What follows belongs to an exercise in optimizing a design on an open flow for small area, a short achievable clock period and few clock cycles; a production flow would make more cautious choices. Only simulation tests tie the RTL to the original design; equivalence was not proved.

## old
==> module normalized_cross_correlation, before the edit <==
module normalized_cross_correlation
(
    input  logic               clk,
    input  logic               rst_n,
    input  logic               pixel_valid,
    output logic               pixel_ready,
    input  logic [7:0]         scene_pixel,
    input  logic [7:0]         templ_pixel,
    input  logic               last_pixel,
    output logic               result_valid,
    input  logic               result_ready,
    output logic signed [15:0] correlation,
    output logic               degenerate
);
    logic               in_v, in_c, in_last;
    logic [7:0]         in_s, in_t;
    logic               cl, zero, full;
    logic               accept, close, load, restart, use_nx;
    logic [COUNT_W-1:0] n_nx, n_q;
    logic [SUM_W-1:0]   ss_q, st_q;
    logic [SQ_W-1:0]    sss_q, stt_q, sst_q;
    assign close       = in_v && in_last;
    assign load        = cl && !full;
    assign restart     = load || zero;
    assign pixel_ready = !((close && full) || (close && cl) || (cl && full));
    assign accept      = pixel_valid && pixel_ready;
    assign use_nx      = close || !n_nx[COUNT_W-1];
    always_ff @(posedge clk or negedge rst_n)
    begin
        if (!rst_n)
        begin
            in_v <= 1'b0;
            in_c <= 1'b0;
            in_s <= 8'd0;
            in_t <= 8'd0;
            cl   <= 1'b0;
            zero <= 1'b1;
        end
        else
        begin
            in_v <= accept;
            in_c <= accept && use_nx;
            in_s <= (accept && use_nx) ? scene_pixel : 8'd0;
            in_t <= (accept && use_nx) ? templ_pixel : 8'd0;
            cl   <= close || (cl && full);
            zero <= 1'b0;
        end
    end
    always_ff @(posedge clk)
    begin
        in_last <= last_pixel;
    end
    ncc_dp u_dp (
        .clk      (clk),
        .cnt      (in_c),
        .restart  (restart),
        .s        (in_s),
        .t        (in_t),
        .n_next   (n_nx),
        .n_reg    (n_q),
        .ss_reg   (ss_q),
        .st_reg   (st_q),
        .sss_reg  (sss_q),
        .stt_reg  (stt_q),
        .sst_reg  (sst_q)
    );
    ncc_ctrl u_post (
        .clk          (clk),
        .rst_n        (rst_n),
        .load         (load),
        .full         (full),
        .n_in         (n_q),
        .ss_in        (ss_q),
        .st_in        (st_q),
        .sss_in       (sss_q),
        .stt_in       (stt_q),
        .sst_in       (sst_q),
        .result_valid (result_valid),
        .result_ready (result_ready),
        .correlation  (correlation),
        .degenerate   (degenerate)
    );
endmodule
export LEC_CHECK = 0
export CAP_MARGIN = 20
export CORE_MARGIN = 2
export CORE_UTILIZATION = 45
export SLEW_MARGIN = 20
create_clock -name core_clock -period 11.0 [get_ports {clk}]
standard.sh (not shown) runs the stock make flow with config.mk's settings and CLKGATE_MAP_FILE= SYNTH_SCRIPT=/design/flow/synth_recipe.tcl, a recipe that flattens the netlist after the stock synthesis.
==> flow/flow/run.sh <==
#!/bin/bash
set -euo pipefail
bash standard.sh SETUP_SLACK_MARGIN=6 finish > standard.log 2>&1
Testbench counts of old, summed over its fixed seeds: cycles 45,507.
[inputs] new vs old
--- a/flow/design.v
+++ b/flow/design.v
@@ -625,25 +625,23 @@
         if (!rst_n)
         begin
             in_v <= 1'b0;
             in_c <= 1'b0;
-            in_s <= 8'd0;
-            in_t <= 8'd0;
             cl   <= 1'b0;
             zero <= 1'b1;
         end
         else
         begin
             in_v <= accept;
             in_c <= accept && use_nx;
-            in_s <= (accept && use_nx) ? scene_pixel : 8'd0;
-            in_t <= (accept && use_nx) ? templ_pixel : 8'd0;
             cl   <= close || (cl && full);
             zero <= 1'b0;
         end
     end
     always_ff @(posedge clk)
     begin
+        in_s    <= (accept && use_nx) ? scene_pixel : 8'd0;
+        in_t    <= (accept && use_nx) ? templ_pixel : 8'd0;
         in_last <= last_pixel;
     end
     ncc_dp u_dp (
         .clk      (clk),
==> comparison <==
Synthesized cell count was higher in the run labelled old.
Relative to old, number of clock buffers in the layout has increased by about 0.9% in new.
The standard cells in new occupy less silicon area than those in old do.
Number of standard cells in the final layout excluding fillers for new: about 2.3% down relative to old
Taking old as the reference, in new first-pass GRT wire length saw a decrease, post-cts resize count saw a decrease.
Area after synthesis down about 1% in new wrt old
Testbench counts of new, summed over its fixed seeds: cycles 45,507.

--- another note on this design; it stands on its own ---

Setup of rev 12:
## normalized_cross_correlation
module normalized_cross_correlation
(
    input  logic               clk,
    input  logic               rst_n,
    input  logic               pixel_valid,
    output logic               pixel_ready,
    input  logic [7:0]         scene_pixel,
    input  logic [7:0]         templ_pixel,
    input  logic               last_pixel,
    output logic               result_valid,
    input  logic               result_ready,
    output logic signed [15:0] correlation,
    output logic               degenerate
);
Size in the first run: ~700 flip-flops, ~40 I/O pins, ~46,000 um^2 of cells after synthesis.
make LEC_CHECK=0 CAP_MARGIN=20 CORE_MARGIN=2 CORE_UTILIZATION=55 SETUP_SLACK_MARGIN=5 SLEW_MARGIN=20 finish   # period 11.0 ns
run.sh (not shown) runs the stock make flow with config.mk's settings and CLKGATE_MAP_FILE= SYNTH_SCRIPT=/design/flow/synth_recipe.tcl, a recipe that flattens the netlist after the stock synthesis.
The final layout from rev 12, which completed every stage, passed the timing, DRC and antenna checks at the end of the flow.
Testbench counts of rev 12, summed over its fixed seeds: cycles 45,507.
Relative to rev 12, the following input files were edited for rev 13:
- clearing SETUP_SLACK_MARGIN, which used to be 5
- swapping 55 for 45 in CORE_UTILIZATION
==> flow/flow/run.sh (new file) <==
#!/bin/bash
set -euo pipefail
bash standard.sh SETUP_SLACK_MARGIN=6 finish > standard.log 2>&1
==> flow/standard.sh (new file) <==
#!/bin/bash
# synth_recipe.tcl (not shown) runs the flow's synth.tcl, then flattens the netlist and writes it again
# the make line also repeats each setting of config.mk as NAME=value (left out here)
make -C /OpenROAD-flow-scripts/flow DESIGN_CONFIG=/design/flow/config.mk WORK_HOME=/design/flow/orfs CLKGATE_MAP_FILE= SYNTH_SCRIPT=/design/flow/synth_recipe.tcl "${@:-finish}"
removed: flow/run.sh
## What came out
Compare rev 12 and rev 13 | initial antenna violation count higher: rev 13. Detail-routed net length per standard cell was lower in the run labelled rev 13. Every stage of the flow completed for rev 13, and the final layout passed the timing, DRC and antenna checks. On transition time at the pin with the least slew margin, the lower figure sits with rev 12, not rev 13. Area growth from synthesis to layout in rev 13 is 4.4 points above rev 12. Between rev 12 and rev 13, die area increased. Register-to-register slack ends up higher on rev 13. Delta (rev 13 minus rev 12): routed wire length +about 0.9%; buffering stage count on the worst path with inverters included went up.

== TR ==
Another version of the RTL of normalized_cross_correlation (not shown whole).
Size: ~40 I/O pins, roughly 51,000 sq um of cells after synthesis.
Settings: LEC_CHECK=0, CAP_MARGIN=20, CORE_MARGIN=2, CORE_UTILIZATION=40, SETUP_SLACK_MARGIN=5, SLEW_MARGIN=20; clock period 11.0 ns.
Stock flow here: none of the scripts above is used.
Testbench counts of TR, summed over its fixed seeds: cycles 45,234.
Input changes introduced in JK (baseline for comparison: TR):
--- a/flow/config.mk
+++ b/flow/config.mk
@@ -10,3 +10,2 @@
 export CORE_UTILIZATION = 40
-export SETUP_SLACK_MARGIN = 5
 export SLEW_MARGIN = 20
--- outcome ---
Route | JK vs TR | wire shorter in JK. On fraction of area in multi-input gates, TR tracks JK almost exactly. On maximum frequency, JK does worse than TR. Cmp JK vs TR: synthesis-to-finish area growth lower in JK. JK against TR: clock buffer instance count of the final layout went down by 1, detailed router's first-iteration violation count went down by about 0.55%, share of the clock period used by the worst path went up by 17 points. In the metrics for TR and JK, the one carrying the lower final critical delay including setup and external delays is TR.

-- port drivers added, routing unchanged --
Ports are ideal in the flow. The routed layouts listed here were re-timed in OpenROAD. Step 1 (the two cells are an assumption about what drives the block):
set clk [get_ports {clk}]
set_driving_cell -lib_cell sky130_fd_sc_hd__clkbuf_16 $clk
set_driving_cell -lib_cell sky130_fd_sc_hd__buf_2 [delete_from_list [all_inputs] $clk]
Step 2 times the ports against the registers' clock, not the clock port: input delays grow and output delays shrink by t, the midpoint of the rising clock arrivals with the driver on. a / b / c = ideal / step 1 / step 2; a / b = the first two.
| run | t, ns | setup WS [ns] | clock arrival spread, ns | worst slew at a driven data input, ns | pins driven straight from the clock port |
|---|---|---|---|---|---|
| old | 0.726 | 5.927 / 5.927 / 5.927 | 0.033 / 0.033 | 0.04 | 1 |
| new | 0.724 | 6.112 / 6.112 / 6.112 | 0.043 / 0.043 | 0.04 | 1 |
| rev 12 | 0.718 | 5.196 / 5.196 / 5.196 | 0.055 / 0.056 | 0.03 | 1 |
| rev 13 | 0.736 | 6.018 / 6.018 / 6.018 | 0.028 / 0.029 | 0.06 | 1 |
| TR | 0.766 | 3.728 / 3.728 / 3.728 | 0.040 / 0.040 | 0.05 | 1 |
| JK | 0.768 | 1.864 / 1.864 / 1.864 | 0.044 / 0.043 | 0.04 | 1 |
After both steps setup and hold are still met in every run listed.
